This design comes from an exercise in tuning for small area and a short achievable clock period on the open sky130 flow, not from production work. The RTL was checked by simulation tests, not by an equivalence proof against the original design. Power is estimated from default activity; no workload was simulated.

[design.v]
module mp85_bus_target #(
    parameter logic [15:0] BASE_ADDR   = 16'h8000,
    parameter int          ADDR_BITS   = 8,
    parameter int          WAIT_STATES = 2
) (
    input  logic        clk,
    input  logic        rst,
    input  logic [15:0] address,
    input  logic        mem_read,
    input  logic        mem_write,
    input  logic [7:0]  data_in,
    output logic [7:0]  data_out,
    output logic        ready,
    output logic        selected,
    output logic        err
);
    typedef enum logic [1:0] {
        ST_IDLE,
        ST_WAIT,
        ST_ACCESS,
        ST_RELEASE
    } state_t;
    state_t               state;
    logic [3:0]           cnt;
    logic [ADDR_BITS-1:0] off;
    logic                 op_wr;
    logic [7:0]           wdata;
    logic [7:0]           mem [2**ADDR_BITS];
    logic hit;
    logic one_strobe;
    logic both_strobes;
    logic strobe_held;
    always_comb begin
        hit          = (address[15:ADDR_BITS] == BASE_ADDR[15:ADDR_BITS]);
        one_strobe   = mem_read ^ mem_write;
        both_strobes = mem_read & mem_write;
        strobe_held  = op_wr ? mem_write : mem_read;
    end
    always_ff @(posedge clk or posedge rst) begin
        if (rst) begin
            state    <= ST_IDLE;
            cnt      <= 4'd0;
            off      <= '0;
            op_wr    <= 1'b0;
            wdata    <= 8'h00;
            data_out <= 8'h00;
            ready    <= 1'b0;
            selected <= 1'b0;
            err      <= 1'b0;
        end else begin
            ready <= 1'b0;
            err   <= 1'b0;
            case (state)
                ST_IDLE: begin
                    if (hit && both_strobes) begin
                        err <= 1'b1;
                    end else if (hit && one_strobe) begin
                        off      <= address[ADDR_BITS-1:0];
                        op_wr    <= mem_write;
                        wdata    <= data_in;
                        selected <= 1'b1;
                        cnt      <= 4'(WAIT_STATES);
                        state    <= (WAIT_STATES == 0) ? ST_ACCESS : ST_WAIT;
                    end
                end
                ST_WAIT: begin
                    if (!strobe_held) begin
                        selected <= 1'b0;
                        cnt      <= 4'd0;
                        state    <= ST_IDLE;
                    end else if (cnt <= 4'd1) begin
                        cnt   <= 4'd0;
                        state <= ST_ACCESS;
                    end else begin
                        cnt <= cnt - 4'd1;
                    end
                end
                ST_ACCESS: begin
                    if (!op_wr) begin
                        data_out <= mem[off];
                    end
                    ready <= 1'b1;
                    state <= ST_RELEASE;
                end
                ST_RELEASE: begin
                    if (!mem_read && !mem_write) begin
                        selected <= 1'b0;
                        state    <= ST_IDLE;
                    end
                end
                default: state <= ST_IDLE;
            endcase
        end
    end
    always_ff @(posedge clk) begin
        if (state == ST_ACCESS && op_wr) begin
            mem[off] <= wdata;
        end
    end
endmodule
[constraint.sdc]
create_clock -name core_clock -period 5.0 [get_ports {clk}]
set_input_delay 1.0000 -clock core_clock [delete_from_list [all_inputs] [get_ports {clk}]]
set_output_delay 1.0000 -clock core_clock [all_outputs]
set_load 0.01 [all_outputs]
[run.sh]
#!/bin/bash
# synth_recipe.tcl (not shown) runs the flow's synth.tcl, then flattens the netlist and writes it again
# the make line also repeats each setting of config.mk as NAME=value (left out here)
make -C /OpenROAD-flow-scripts/flow DESIGN_CONFIG=/design/flow/config.mk WORK_HOME=/design/flow/orfs CLKGATE_MAP_FILE= SYNTH_SCRIPT=/design/flow/synth_recipe.tcl finish
[config.mk]
export PLATFORM = sky130hd
export DESIGN_NAME = mp85_bus_target
export DESIGN_NICKNAME = mp85_bus_target
export VERILOG_FILES = /design/flow/design.v
export SDC_FILE = /design/flow/constraint.sdc
export NUM_CORES = 4
export LEC_CHECK = 0
export CAP_MARGIN = 20
export CORE_MARGIN = 2
export CORE_UTILIZATION = 40
export SLEW_MARGIN = 20
==> results.json, run 1 <==
{
  "placed_cell_area_um2": 85830,
  "status": "finished clean",
  "grt_first_pass_wirelength_um": 317200,
  "synthArstFlopShare_pct": 1.633,
  "drc_errors": 0,
  "io_buffer_count": 38,
  "grt_max_degree": 187,
  "rsz0062_at_grt": "false",
  "drt-initial-drc-count": 5375,
  "grt_usage_pct": 21.72,
  "syn_inst": 3958,
  "tightest_slew_ns": 1.189,
  "critPathCapture": "data_out[7]$_DFFE_PP0P_",
  "clock_path_buffers": 3,
  "viasPerCell": 5.865,
  "hold_viol": 0,
  "yosysWarningCount": 1,
  "yosysSeqAreaShare_pct": 76.63,
  "avgSynthCellArea_um2": 20.56,
  "ff2ff_setup_slack_ns": 0.38,
  "start_util_pct": 40.26,
  "final_cell_mix": "edfxtp_1 (2048), mux4_2 (452), nor2_1 (298)",
  "cts_hold_buf": 0,
  "setup_violations": 0,
  "place_congestion": 0.8468,
  "r2r_start": "off[1]$_DFFE_PP0P_",
  "synth_cell_types": 73,
  "numCtsBuffers": 201,
  "wl_per_cell_um": 32.08,
  "first_pass_iters": 5,
  "cts_root_buf": "clkbuf_16",
  "powerDensity_nw_per_um2": 377.5,
  "crit_path_start": "off[1]$_DFFE_PP0P_",
  "ys_dominant_reg_cell": "edfxtp_1",
  "ys_ff_latch": 2082,
  "final_area_um2": 92110,
  "slew_violations": 0,
  "period_needed_ns": 4.615,
  "routed_wl_um": 224900,
  "cts_tree": "done",
  "ant_nets": 0,
  "synth_edf_count": 2048,
  "syn_area_um2": 81370,
  "cp.arrival_ns": 5.39,
  "hpwl_um": 138300,
  "endpoint_kind": "register",
  "final_common_cell": "edfxtp_1",
  "hp-class": "reg2reg",
  "area_growth_pct": 13.20,
  "ioPinCount": 39,
  "vias": 41130,
  "post-cts-setup-buffers": 0,
  "htree_levels": 4,
  "grt_pass1_vias": 41180,
  "core_um2": 202100,
  "die_y_um": 455.0,
  "ctsResizeCount": 0,
  "ir_drop_mv": 0.3750,
  "finClkSkew_ns": 0.04419,
  "required_ns": 5.77,
  "crit_fanout": 44,
  "clk_latency_ns": 0.84,
  "grt_overflow": 0,
  "slew_headroom_pct": 19.99,
  "cp-start-kind": "register",
  "syn_nets": 3990,
  "die_x_um": 455.0,
  "r2r_end": "data_out[7]$_DFFE_PP0P_",
  "cts_sinks": 2082,
  "crit_type": "reg2reg",
  "nNetsFinal": 4200,
  "power_leakage_nw": 32.13,
  "reg2reg_depth": 9,
  "cts.reportedPaths.clkPinSlew_ns": 0.06,
  "fin_setup_tns_ns": 0,
  "fmaxAchievable_mhz": 216.7,
  "antenna_found_initial": 5,
  "dieArea_um2": 207000,
  "cap_violations": 0,
  "final_layout_size_suffix_gt1_share_pct": 23.44,
  "post-route-period-util_pct": 92.31,
  "fp-row-count": 165
}
==> through the flow <==
step                      hold slack [ns]  power, mW  utilization [%]  instances  setup WS, ns
after floorplan                    0.4870      19.93                -       3958         1.018
after global placement             0.5067      20.42            42.46       6636       -0.1486
after detailed placement           0.5133      20.45            42.46       6637        0.6050
after CTS                          0.5263      34.97            45.57       7010        0.5770
after global routing               0.5588      35.70            45.57       7011        0.3884
final                              0.5278      34.77            45.57       7012        0.3846
==> metal layers <==
metal  wire (um)  track usage, %  part of all wire [%]
met5          27               0                 0.012
met4        9973           8.883                   4.4
met3       21680           6.050                   9.6
met2      104100           33.32                    46
met1       89090           29.36                    40
==> where the power goes <==
group	total [mW]	internal, mW	switching [mW]	leakage [nW]
Combinational	0.898	0.337	0.560	5.92
Clock	14.7	8.11	6.57	3.07
Sequential	19.2	19.0	0.170	23.1
Total	34.8	27.5	7.30	32.1
==> flip-flops by register name, summed over array words and instances, names as in the netlist, named ones only <==
name      count
cnt           4
off           8
wdata         8
op_wr         1
data_out      8
state         1
mem        2048
err           1
ready         1
selected      1
==> cell type report <==
cell class                 instances  area, um2
antenna                            2      5.005
clock buffer                     259       5330
inverter                          11      47.55
sequential                      2082      62400
multi-input combinational       1622      17680
tap                             2672       3343
clock inverter                   114      945.9
timing repair buffer             250       2357
fill                           16770     110000
==> synthesized netlist by cell type, drive strengths merged, types with 26 or more instances <==
| master | n | area [um2] |
|---|---|---|
| clkbuf | 79 | 300.3 |
| dfrtp | 34 | 850.8 |
| buf | 164 | 1071 |
| edfxtp | 2048 | 61500 |
| mux2 | 33 | 371.6 |
| o21ai | 44 | 220.2 |
| mux2i | 187 | 1872 |
| nor2b | 26 | 162.7 |
| nand2 | 170 | 638.1 |
| a22oi | 61 | 457.9 |
| mux4 | 462 | 10440 |
| nor2 | 303 | 1137 |
| a21oi | 45 | 225.2 |
| nand3 | 46 | 230.2 |
| o22ai | 28 | 175.2 |
==> worst max-delay path, stage by stage (launching register included) <==
cell and delay [ns]:
dfrtp_4 1.06, buf_12 0.37, buf_4 0.25, mux4_2 0.25, nand2_1 0.10, and3_1 0.21, nor4_1 1.00, a21oi_1 0.17
a211oi_1 0.88, o32a_1 0.23
==> how the worst min path moves through the flow <==
stage,end,cells past startpoint,start
2_1_floorplan,cnt[1]$_DFFE_PP0P_,1,cnt[1]$_DFFE_PP0P_
3_3_place_gp,cnt[1]$_DFFE_PP0P_,1,cnt[1]$_DFFE_PP0P_
3_5_place_dp,cnt[1]$_DFFE_PP0P_,1,cnt[1]$_DFFE_PP0P_
4_1_cts,cnt[1]$_DFFE_PP0P_,1,cnt[1]$_DFFE_PP0P_
5_1_grt,cnt[1]$_DFFE_PP0P_,1,cnt[1]$_DFFE_PP0P_
6_report,cnt[1]$_DFFE_PP0P_,1,cnt[1]$_DFFE_PP0P_
==> cells by family after synthesis <==
group | synth area share (%)
AND/OR/NAND/NOR | 3.237
flip-flops | 76.63
multiplexers | 15.59
buffers and inverters | 1.736
XOR/XNOR | 0.01077
adder cells (fa/ha/maj) | 0.06151
AO/OA/AOI/OAI | 2.737
==> run 2: changes to the inputs <==
==> design.v (replaced) <==
module mp85_bus_target #(
    parameter logic [15:0] BASE_ADDR   = 16'h8000,
    parameter int          ADDR_BITS   = 8,
    parameter int          WAIT_STATES = 2
) (
    input  logic        clk,
    input  logic        rst,
    input  logic [15:0] address,
    input  logic        mem_read,
    input  logic        mem_write,
    input  logic [7:0]  data_in,
    output logic [7:0]  data_out,
    output logic        ready,
    output logic        selected,
    output logic        err
);
    typedef enum logic [1:0] {
        ST_IDLE,
        ST_WAIT,
        ST_ACCESS,
        ST_RELEASE
    } state_t;
    state_t          state;
    logic            wait2;       
    logic            op_wr;
    logic [7:0]      wdata;
    logic [7:0]      qp1;         
    logic [7:0]      ph;          
    logic [255:0][7:0] ring;
    logic [5:0]      pw_idx;      
    logic [1:0]      pw_d;        
    logic [7:0]      wd;          
    logic            p1, p2, p3;  
    logic            bp;          
    logic            byp;         
    logic [3:0][7:0] s1;
    logic [7:0]      rd;
    logic hit;
    logic one_strobe;
    logic both_strobes;
    logic strobe_held;
    logic accept;
    logic fire;
    always_comb begin
        hit          = (address[15:ADDR_BITS] == BASE_ADDR[15:ADDR_BITS]);
        one_strobe   = mem_read ^ mem_write;
        both_strobes = mem_read & mem_write;
        strobe_held  = op_wr ? mem_write : mem_read;
        accept       = (state == ST_IDLE) && hit && one_strobe;
        fire         = (state == ST_ACCESS && op_wr && pw_d == 2'd0) ||
                       (p1 && pw_d == 2'd1) || (p2 && pw_d == 2'd2) ||
                       (p3 && pw_d == 2'd3);
    end
    always_ff @(posedge clk or posedge rst) begin
        if (rst) begin
            state    <= ST_IDLE;
            wait2    <= 1'b0;
            data_out <= 8'h00;
            ready    <= 1'b0;
            selected <= 1'b0;
            err      <= 1'b0;
        end else begin
            ready <= 1'b0;
            err   <= 1'b0;
            case (state)
                ST_IDLE: begin
                    if (hit && both_strobes) begin
                        err <= 1'b1;
                    end else if (hit && one_strobe) begin
                        selected <= 1'b1;
                        wait2    <= 1'b0;
                        state    <= ST_WAIT;
                    end
                end
                ST_WAIT: begin
                    if (!strobe_held) begin
                        selected <= 1'b0;
                        state    <= ST_IDLE;
                    end else if (wait2) begin
                        state <= ST_ACCESS;
                    end else begin
                        wait2 <= 1'b1;
                    end
                end
                ST_ACCESS: begin
                    if (!op_wr) begin
                        if (byp)
                            data_out <= wd;
                        else if (qp1[0])
                            data_out <= rd;
                        else
                            data_out <= s1[qp1[7:6]];
                    end
                    ready <= 1'b1;
                    state <= ST_RELEASE;
                end
                ST_RELEASE: begin
                    if (!mem_read && !mem_write) begin
                        selected <= 1'b0;
                        state    <= ST_IDLE;
                    end
                end
                default: state <= ST_IDLE;
            endcase
        end
    end
    always_ff @(posedge clk) begin
        if (accept) begin
            op_wr <= mem_write;
            wdata <= data_in;
            qp1   <= address[7:0] + ph + 8'd1;
        end
    end
    always_ff @(posedge clk) begin
        if (state == ST_WAIT && op_wr) begin
            pw_idx <= 6'((qp1 + 8'd2) >> 2);
            pw_d   <= 2'(8'd1 - qp1);
            wd     <= wdata;
        end
        p1 <= (state == ST_ACCESS) && op_wr;
        p2 <= p1;
        p3 <= p2;
        bp <= p2 && (pw_d == 2'd3);
        if (state == ST_WAIT && !wait2)
            byp <= bp && (qp1 == {pw_idx, 2'b11});
    end
    always_ff @(posedge clk) begin
        ph <= ph + 8'd1;
        for (int p = 0; p < 256; p++) begin
            if ((p % 4) == 3 && fire && pw_idx == 6'(p / 4))
                ring[p] <= wd;
            else
                ring[p] <= ring[(p + 255) % 256];
        end
    end
    logic [31:0] tsel;
    always_comb begin
        tsel = 32'd1 << qp1[5:1];
    end
    always_ff @(posedge clk) begin
        for (int g = 0; g < 4; g++) begin
            logic [7:0] acc;
            acc = 8'h00;
            for (int j = 0; j < 32; j++)
                acc = acc | (ring[2 * (32 * g + j)] & {8{tsel[j]}});
            s1[g] <= acc;
        end
        rd <= s1[qp1[7:6]];
    end
endmodule
--- a/config.mk
+++ b/config.mk
@@ -8,4 +8,7 @@
 export CAP_MARGIN = 20
 export CORE_MARGIN = 2
 export CORE_UTILIZATION = 40
+export CTS_BUF_LIST = sky130_fd_sc_hd__clkbuf_8
+export CTS_CLUSTER_SIZE = 30
+export SETUP_SLACK_MARGIN = 2.7
 export SLEW_MARGIN = 20
==> results.json, run 2 <==
{
  "routed_wl_um": 218600,
  "grtUsageMet3_pct": 10.07,
  "vias": 38070,
  "setup_violations": 0,
  "avgSynthCellArea_um2": 14.63,
  "synth_commonest_cells": "dfxtp_1 (2100), mux2_2 (539), a22oi_1 (223), clkbuf_1 (153), nand2_1 (98)",
  "gr-usage-met1_pct": 36.10,
  "syn_area_um2": 58640,
  "cp-start-kind": "register",
  "hp-class": "reg2reg",
  "nNetsFinal": 4595,
  "endpoint_kind": "register",
  "drc_errors": 0,
  "yosysTopAreaCellShare_pct": 71.69,
  "grtUsageMet2_pct": 39.65,
  "syn_inst": 4009,
  "yosysMostFrequentCell": "dfxtp_1",
  "htree_levels": 5,
  "grt_first_pass_wirelength_um": 291400,
  "numCtsBuffers": 340,
  "synthMuxAreaShare_pct": 11.77,
  "slew_headroom_pct": 23.43,
  "yosysWarningCount": 1,
  "clk_latency_ns": 1.05,
  "cts_tree": "done",
  "fillers": 11760,
  "ioPinCount": 39,
  "grt_max_degree": 66,
  "ant_nets": 0,
  "start_util_pct": 40.29,
  "finClkSkew_ns": 0.07858,
  "crit_fanout": 8,
  "grt_pass1_vias": 36650,
  "placed_cell_area_um2": 61670,
  "syn_nets": 4054,
  "busiest_layer": "met2",
  "fin_setup_tns_ns": 0,
  "cp.arrival_ns": 3.83,
  "final_layout_size_suffix_gt1_share_pct": 35.65,
  "clock_path_buffers": 4,
  "final_common_cell": "dfxtp_1",
  "final_area_um2": 74660,
  "synth_xor_xnor_area_share_pct": 0.3435,
  "final_cell_mix": "dfxtp_1 (2100), clkbuf_8 (429), mux2_2 (294)",
  "die_x_um": 386.9,
  "tightest_slew_ns": 1.145,
  "multiInputGateArea_um2": 16970,
  "status": "finished clean",
  "cts.reportedPaths.clkPinSlew_ns": 0.07,
  "rsz0062_at_grt": "true",
  "top_register": "ring",
  "reg_top3": "ring x2048, s1 x32",
  "fp-row-count": 140,
  "place_congestion": 0.9459,
  "wl_per_cell_um": 32.63,
  "grt_overflow": 0,
  "power_leakage_nw": 30.13,
  "drt-initial-drc-count": 5871,
  "largest_reg_flops": 2048,
  "slew_violations": 0,
  "ys_dominant_reg_cell": "dfxtp_1",
  "io_buffer_count": 38,
  "yosysSeqAreaShare_pct": 74.02,
  "synth-simple-area-share_pct": 4.039,
  "synth_top_family_by_area": "multiplexers",
  "dieArea_um2": 149700,
  "cts_sinks": 2148,
  "synthAdderAreaFrac_pct": 0.3755,
  "yosys.area.top_type": "dfxtp_1",
  "cap_violations": 0,
  "die_y_um": 386.9,
  "core_um2": 145600,
  "seqCellArea_um2": 43410,
  "grt_usage_pct": 27.90,
  "required_ns": 5.99,
  "synth-compound-area-share_pct": 7.681,
  "ys_ff_latch": 2148,
  "synthArstFlopShare_pct": 0.6518,
  "crit_type": "reg2reg",
  "fmaxAchievable_mhz": 351.7,
  "area_growth_pct": 27.30,
  "post-route-period-util_pct": 56.86,
  "powerDensity_nw_per_um2": 458.8,
  "ir_drop_mv": 0.3117,
  "synthTopCellsByArea": "dfxtp_1 (72%), mux2_2 (10%), a22oi_1 (2.9%)",
  "synth_edf_count": 34,
  "viasPerCell": 5.681,
  "synth_cell_types": 77,
  "cts_root_buf": "clkbuf_8",
  "hold_viol": 0,
  "hpwl_um": 124000,
  "antenna_found_initial": 20,
  "first_pass_iters": 6,
  "period_needed_ns": 2.843
}
run 2: cell types whose count changed in the layout (fill, tap and decap cells not counted), moves of 162 or more:
cell       before   now
clkbuf_16     203     1
clkbuf_8        4   429
dfxtp_1         0  2100
edfxtp_1     2048    34
mux2_2         32   294
mux2_4          0   269
mux2i_1       187    25
mux4_2        452    11
nor2_1        298    19
run 2: repair_timing:
item                                   4_1_cts  5_1_grt
endpoints found under the hold margin        0        0
hold buffers                                 0        0
pin swaps                                  128       84
gates cloned                                16        0
resized for setup                          531      258
setup endpoints to repair                  554      562
setup buffers                              223       54
run 2: area by class of cell:
cell class / count / share of cell area, %
Clock buffer: 429 / 7.909
Inverter: 26 / 0.1525
Sequential cell: 2148 / 58.15
Tap cell: 1917 / 3.213
Antenna cell: 6 / 0.02011
Multi-Input combinational cell: 1621 / 22.73
Timing Repair Buffer: 413 / 6.843
Clock inverter: 140 / 0.9771
run 2: where the power goes:
part | internal [mW] | switching [mW]
logic | 0.611 | 0.812
registers | 17.8 | 0.411
clock network | 7.92 | 6.66
run 2: path summary, 6_finish.rpt:
path	from	to	slack (ns)	depth (start not counted)
hold / removal	ring[30]$_DFF_P_	ring[38]$_DFF_P_	0.27	0
hold reg to reg	ring[30]$_DFF_P_	ring[38]$_DFF_P_	0.27	0
min in group asynchronous	rst	selected$_DFFE_PP0P_	0.34	2
setup / recovery	qp1[4]$_DFFE_PP_	s1[5]$_DFF_P_	2.16	8
max in group asynchronous	rst	state[0]$_DFFE_PP0P_	4.27	2
setup reg to reg	qp1[4]$_DFFE_PP_	s1[5]$_DFF_P_	2.16	8
run 2: cells by family (layout without fill, tap and decap cells):
kind of cell / after synthesis / count (layout)
flip-flops: 2148 / 2148
multiplexers: 598 / 599
AO/OA/AOI/OAI: 576 / 576
AND/OR/NAND/NOR: 402 / 406
buffers and inverters: 245 / 1008
XOR/XNOR: 23 / 23
adder cells (fa/ha/maj): 17 / 17
other: 0 / 6
run 2: through the flow:
step                utilization, %  hold WS (ns)  total power, mW  cells  setup slack (ns)
global route                 51.28        0.2943            35.23   6696             2.203
finish                       51.29        0.2716            34.25   6700             2.157
detailed placement           42.37        0.3121            19.46   5832             1.514
CTS                          50.21        0.2770            34.03   6640             2.251
floorplan                        -        0.3096            18.93   4009             2.552
global placement             42.35        0.3096            19.44   5831             1.557
run 2: worst max-delay path: stages (launching register included):
cell and delay, ns:
edfxtp_1 0.38, buf_4 0.21, buf_12 0.17, buf_4 0.13, clkinvlp_4 0.43, nor3_4 0.94
a32oi_1 0.12, o2111ai_1 0.28, a211o_1 0.13
run 2: per-layer routing:
layer	vias up	wire length, um
met3	866	27700
li1	15510	-
met2	2906	90070
met4	22	14930
met1	18760	85680
met5	-	215
==> run 3: changes to the inputs <==
--- a/config.mk
+++ b/config.mk
@@ -8,7 +8,5 @@
 export CAP_MARGIN = 20
 export CORE_MARGIN = 2
 export CORE_UTILIZATION = 40
-export CTS_BUF_LIST = sky130_fd_sc_hd__clkbuf_8
-export CTS_CLUSTER_SIZE = 30
 export SETUP_SLACK_MARGIN = 2.7
 export SLEW_MARGIN = 20
==> results.json, run 3 <==
{
  "status": "finished clean",
  "required_ns": 5.73,
  "grt_pass1_vias": 35540,
  "yosysTopAreaCellShare_pct": 71.69,
  "drt-initial-drc-count": 5508,
  "viasPerCell": 5.762,
  "grt_overflow": 0,
  "crit_path_start": "qp1[1]$_DFFE_PP_",
  "grt_max_degree": 66,
  "endpoint_kind": "register",
  "worst_path_largest_cell_delay_ns": 0.53,
  "avgSynthCellArea_um2": 14.63,
  "antenna_found_initial": 14,
  "synthTopCellsByArea": "dfxtp_1 (72%), mux2_2 (10%), a22oi_1 (2.9%)",
  "drc_errors": 0,
  "reg_top3": "ring x2048, s1 x32",
  "ys_ff_latch": 2148,
  "hp-class": "reg2reg",
  "ff2ff_setup_slack_ns": 2.23,
  "fillers": 11550,
  "yosysWarningCount": 1,
  "clock_path_buffers": 3,
  "fin_setup_tns_ns": 0,
  "numCtsBuffers": 199,
  "cts.reportedPaths.clkPinSlew_ns": 0.06,
  "hpwl_um": 124000,
  "first_pass_iters": 14,
  "setup_violations": 0,
  "synth_commonest_cells": "dfxtp_1 (2100), mux2_2 (539), a22oi_1 (223), clkbuf_1 (153), nand2_1 (98)",
  "grt_first_pass_wirelength_um": 289000,
  "die_y_um": 386.9,
  "dieArea_um2": 149700,
  "post-route-period-util_pct": 55.50,
  "busiest_layer": "met2",
  "die_x_um": 386.9,
  "ys_dominant_reg_cell": "dfxtp_1",
  "cts_root_buf": "clkbuf_16",
  "syn_area_um2": 58640,
  "cts_tree": "done",
  "vias": 37660,
  "synthArstFlopShare_pct": 0.6518,
  "top_register": "ring",
  "grtUsageMet3_pct": 9.743,
  "setup_slack_ns": 2.225,
  "crit_fanout": 8,
  "worstPathCellList": "ha_4 > buf_6 > ha_4 > buf_6 > and3b_2 > buf_12 > a22o_1 > a221oi_2 > o2111ai_1 > or3_1",
  "nNetsFinal": 4497,
  "rsz0062_at_grt": "true",
  "reg2reg_depth": 10,
  "power_leakage_nw": 30.04,
  "io_buffer_count": 38,
  "ioPinCount": 39,
  "tightest_slew_ns": 1.101,
  "period_needed_ns": 2.775,
  "finClkSkew_ns": 0.03365,
  "ir_drop_mv": 0.3855,
  "powerDensity_nw_per_um2": 466.3,
  "cp.arrival_ns": 3.50,
  "r2r_end": "s1[6]$_DFF_P_",
  "ant_nets": 0,
  "grtUsageMet2_pct": 39.84,
  "final_cell_mix": "dfxtp_1 (2100), mux2_2 (288), mux2_4 (275)",
  "r2r_start": "qp1[1]$_DFFE_PP_",
  "syn_nets": 4054,
  "cap_violations": 0,
  "synth_edf_count": 34,
  "largest_reg_flops": 2048,
  "routed_wl_um": 219800,
  "holdCritStartpoint": "ring[302]$_DFF_P_",
  "grt_usage_pct": 27.76,
  "post-place-ws_ns": 1.514,
  "holdPathStages": 0,
  "syn_inst": 4009,
  "slew_headroom_pct": 26.61,
  "place_congestion": 0.9459,
  "fp-row-count": 140,
  "yosysSeqAreaShare_pct": 74.02,
  "core_um2": 145600,
  "htree_levels": 4,
  "synth_cell_types": 77,
  "crit_type": "reg2reg",
  "wl_per_cell_um": 33.63,
  "worstHoldEndpoint": "ring[310]$_DFF_P_",
  "clk_latency_ns": 0.85,
  "yosysMostFrequentCell": "dfxtp_1",
  "yosys.area.top_type": "dfxtp_1",
  "seqCellArea_um2": 43410,
  "multiInputGateArea_um2": 16990,
  "slew_violations": 0,
  "gr-usage-met1_pct": 35.69,
  "area_growth_pct": 28.61,
  "cpMaxStageDelayCell": "edfxtp_1",
  "fmaxAchievable_mhz": 360.4,
  "cp-start-kind": "register",
  "cts_sinks": 2148,
  "final_layout_size_suffix_gt1_share_pct": 34.69,
  "final_common_cell": "dfxtp_1",
  "hold_viol": 0,
  "start_util_pct": 40.29
}
-- run 3: cell type report --
type | count | area share, %
antenna | 7 | 0.02322
clock buffer | 297 | 7.865
clock inverter | 64 | 1.121
inverter | 26 | 0.1609
multi-input combinational | 1621 | 22.53
sequential | 2148 | 57.56
tap | 1917 | 3.180
timing repair buffer | 456 | 7.566
-- run 3: layer usage --
layer	up-vias	routed length, um
li1	15280	-
met1	18560	85320
met2	2877	89290
met3	924	28130
met4	16	16860
met5	-	188
-- run 3: report_power, final --
group | switching [mW] | internal [mW]
Sequential | 0.408 | 17.8
Clock | 6.59 | 8.95
Combinational | 0.800 | 0.594
Total | 7.80 | 27.4
-- run 3: cells by family (layout without fill, tap and decap cells) --
logic type	count (synthesis)	after routing	synth area share, %
compound gates	576	576	7.681
other cells	0	7	0
fa+ha+maj	17	17	0.3755
flops	2148	2148	74.02
buf+inv	245	843	1.762
simple gates	402	406	4.039
mux	598	599	11.77
xor+xnor	23	23	0.3435
-- run 3: how the worst max path moves through the flow --
stage	slack, ns	depth (start not counted)	end
final	2.23	10	s1[6]$_DFF_P_
after global routing	2.23	10	s1[7]$_DFF_P_
after CTS	2.39	9	s1[7]$_DFF_P_
after detailed placement	1.51	7	s1[7]$_DFF_P_
after global placement	1.56	6	s1[1]$_DFF_P_
after floorplan	2.55	11	s1[7]$_DFF_P_
-- run 3: through the flow --
step	std cells	total power [mW]	cell area (um2)	hold WS, ns	utilization, %
2_1_floorplan	4009	18.93	58890	0.3096	-
3_3_place_gp	5831	19.44	61640	0.3096	42.35
3_5_place_dp	5832	19.46	61670	0.3121	42.37
4_1_cts	6452	34.99	73550	0.3044	50.53
5_1_grt	6529	36.02	75410	0.3190	51.80
6_report	6536	35.17	75430	0.2991	51.82
-- run 3: worst max-delay path, delay by kind of cell (launching register included) --
kind,cells,cell delay [ns]
and+or+nand+nor,2,0.65
AOI/OAI and AO/OA,3,0.58
DFF,1,0.53
buffers and inverters,3,0.42
adders and majority gates,2,0.46
-- run 3: repair_timing --
| item | 4_1_cts | 5_1_grt |
|---|---|---|
| pin swaps | 121 | 94 |
| gates cloned | 18 | 3 |
| setup buffers | 241 | 74 |
| hold buffers | 0 | 0 |
| resized for setup | 550 | 260 |
| setup endpoints to repair | 554 | 578 |
==> run 4: changes to the inputs <==
--- a/config.mk
+++ b/config.mk
@@ -8,5 +8,4 @@
 export CAP_MARGIN = 20
 export CORE_MARGIN = 2
 export CORE_UTILIZATION = 40
-export SETUP_SLACK_MARGIN = 2.7
 export SLEW_MARGIN = 20
==> results.json, run 4 <==
{
  "fillers": 12580,
  "fp-row-count": 140,
  "grt_overflow": 0,
  "powerDensity_nw_per_um2": 506.5,
  "drt-initial-drc-count": 4740,
  "htree_levels": 4,
  "area_growth_pct": 16.40,
  "reg2reg_depth": 7,
  "worstPathCellList": "buf_12 > and4b_2 > buf_4 > a22oi_1 > nand4_1 > a2111oi_0 > o221ai_1",
  "final_cell_mix": "dfxtp_1 (2100), mux2_2 (539), a22oi_1 (223)",
  "cts_tree": "done",
  "synth_edf_count": 34,
  "yosysTopAreaCellShare_pct": 71.69,
  "grt_usage_pct": 25.47,
  "hold_viol": 0,
  "clk_latency_ns": 0.85,
  "fin_setup_tns_ns": 0,
  "cts.reportedPaths.clkPinSlew_ns": 0.07,
  "rsz0062_at_grt": "false",
  "antenna_found_initial": 12,
  "tightest_slew_ns": 1.275,
  "final_layout_size_suffix_gt1_share_pct": 25.16,
  "ys_dominant_reg_cell": "dfxtp_1",
  "cts_hold_buf": 0,
  "period_needed_ns": 3.772,
  "yosysMostFrequentCell": "dfxtp_1",
  "avgSynthCellArea_um2": 14.63,
  "crit_fanout": 47,
  "ir_drop_mv": 0.2693,
  "top_register": "ring",
  "nNetsFinal": 4156,
  "final_area_um2": 68260,
  "place_inst": 5830,
  "syn_inst": 4009,
  "synth_commonest_cells": "dfxtp_1 (2100), mux2_2 (539), a22oi_1 (223), clkbuf_1 (153), nand2_1 (98)",
  "r2r_start": "qp1[5]$_DFFE_PP_",
  "hp-class": "reg2reg",
  "io_buffer_count": 38,
  "final_common_cell": "dfxtp_1",
  "drc_errors": 0,
  "vias": 34610,
  "ff2ff_setup_slack_ns": 1.23,
  "hpwl_um": 122400,
  "stdcell_count": 6197,
  "setup_violations": 0,
  "timing.hold.ws_ns": 0.3122,
  "holdPathStages": 0,
  "holdCritStartpoint": "ring[1725]$_DFF_P_",
  "die_x_um": 386.9,
  "viasPerCell": 5.584,
  "required_ns": 5.65,
  "core_um2": 145600,
  "dieArea_um2": 149700,
  "cts_root_buf": "clkbuf_16",
  "synthTopCellsByArea": "dfxtp_1 (72%), mux2_2 (10%), a22oi_1 (2.9%)",
  "first_pass_iters": 9,
  "placed_cell_area_um2": 61480,
  "post-cts-setup-buffers": 0,
  "cp.arrival_ns": 4.42,
  "endpoint_kind": "register",
  "wl_per_cell_um": 31.65,
  "reg_top3": "ring x2048, s1 x32",
  "synth_cell_types": 77,
  "grt_first_pass_wirelength_um": 267000,
  "die_y_um": 386.9,
  "r2r_end": "s1[2]$_DFF_P_",
  "ctsResizeCount": 0,
  "clock_path_buffers": 3,
  "yosysSeqAreaShare_pct": 74.02,
  "yosys.area.top_type": "dfxtp_1",
  "crit_type": "reg2reg",
  "status": "finished clean",
  "cap_violations": 0,
  "synthArstFlopShare_pct": 0.6518,
  "numCtsBuffers": 196,
  "ioPinCount": 39,
  "post-route-period-util_pct": 75.43,
  "ant_nets": 0,
  "slew_violations": 0,
  "syn_nets": 4054,
  "seqCellArea_um2": 43410,
  "place_congestion": 0.9439,
  "multiInputGateArea_um2": 14490,
  "grt_max_degree": 85,
  "grt_pass1_vias": 33310,
  "worstHoldEndpoint": "ring[1733]$_DFF_P_",
  "start_util_pct": 40.29,
  "power_mw": 34.57,
  "routed_wl_um": 196200,
  "largest_reg_flops": 2048,
  "yosysWarningCount": 1,
  "worst_path_largest_cell_delay_ns": 0.79,
  "cpMaxStageDelayCell": "edfxtp_1",
  "power_leakage_nw": 27.02,
  "cts_sinks": 2148,
  "utilization_pct": 46.89,
  "syn_area_um2": 58640,
  "setup_slack_ns": 1.228,
  "slew_headroom_pct": 15.01,
  "fmaxAchievable_mhz": 265.1,
  "ys_ff_latch": 2148,
  "cp-start-kind": "register",
  "post-place-ws_ns": 1.394,
  "finClkSkew_ns": 0.04070
}
-- run 4: cell types whose count changed in the layout (fill, tap and decap cells not counted), sizes merged, moves of 6 or more --
cell,previous run,this run
bufbuf,6,0
clkdlybuf4s50,27,38
buf,418,85
clkinv,34,54
inv,33,39
clkbuf,302,276
-- run 4: worst max path at each step --
| stage | start | end | slack, ns |
|---|---|---|---|
| floorplan | qp1[3]$_DFFE_PP_ | s1[1]$_DFF_P_ | 2.07 |
| global placement | qp1[5]$_DFFE_PP_ | s1[2]$_DFF_P_ | 1.60 |
| detailed placement | qp1[5]$_DFFE_PP_ | s1[2]$_DFF_P_ | 1.39 |
| CTS | qp1[5]$_DFFE_PP_ | s1[2]$_DFF_P_ | 1.40 |
| global route | qp1[5]$_DFFE_PP_ | s1[2]$_DFF_P_ | 1.33 |
| finish | qp1[5]$_DFFE_PP_ | s1[2]$_DFF_P_ | 1.23 |
-- run 4: critical path, delay by kind of cell (launching register included) --
family                 cells  cell delay [ns]
AO/OA/AOI/OAI              3             1.08
buffers and inverters      2             0.81
flip-flops                 1             0.79
AND/OR/NAND/NOR            2             0.79
-- run 4: kinds of logic after synthesis --
logic type	count (synthesis)	synth area share [%]
fa+ha+maj	17	0.3755
flops	2148	74.02
compound gates	576	7.681
buf+inv	245	1.762
simple gates	402	4.039
mux	598	11.77
xor+xnor	23	0.3435
-- run 4: final cells by class --
type | count | share of cell area [%]
Sequential cell | 2148 | 63.60
Multi-Input combinational cell | 1616 | 21.23
Clock buffer | 276 | 8.411
Tap cell | 1917 | 3.514
Timing Repair Buffer | 123 | 1.584
Clock inverter | 88 | 1.512
Inverter | 26 | 0.1430
Antenna cell | 3 | 0.01100
-- run 4: report_power, final --
group	switching, mW	internal, mW	leakage (nW)
registers	0.376	17.8	17.4
logic	0.550	0.334	6.25
clock network	6.58	8.90	3.36
-- run 4: layer usage --
layer  part of all wire [%]  wire length (um)  global-route usage [%]  up-vias
li1                       -                 -                       -    14600
met1                     42             81580                   34.43    17420
met2                     43             85070                   38.44     2112
met3                    9.9             19350                   5.823      473
met4                    5.2             10120                   12.42        4
met5                  0.014                27                       0        -

[separate check: timing with driven ports]
No port has a modelled driver above. Below, the same layouts with a new extraction and two added sets of constraints. Step 1: set_driving_cell puts a clkbuf_16 on clk and a buf_2 on each other input, an assumption about the parent block. Step 2 adds t to the input delays and takes it off the output delays; t is the mean of the earliest and latest rising clock arrival at the registers after step 1. Input paths then give back, and output paths get back, about the clock's delay inside the block. Slacks: no drivers / after step 1 / after step 2; pairs: no drivers / after step 1.
| run | t (ns) | slack for setup (ns) | worst setup path at the end | cell pins on the clock port's net |
|---|---|---|---|---|
| run 1 | 0.909 | 0.385 / 0.385 / 0.385 | register to register | 1 |
| run 2 | 1.086 | 2.157 / 2.157 / 1.909 | input to register | 1 |
| run 3 | 0.917 | 2.225 / 2.225 / 1.887 | input to register | 1 |
| run 4 | 0.909 | 1.228 / 1.228 / 1.228 | register to register | 1 |
After both steps setup and hold are still met in every run listed. For run 3, which loses most, drivers alone change the setup slack by 0.000 ns; drivers and shift together by -0.338 ns.
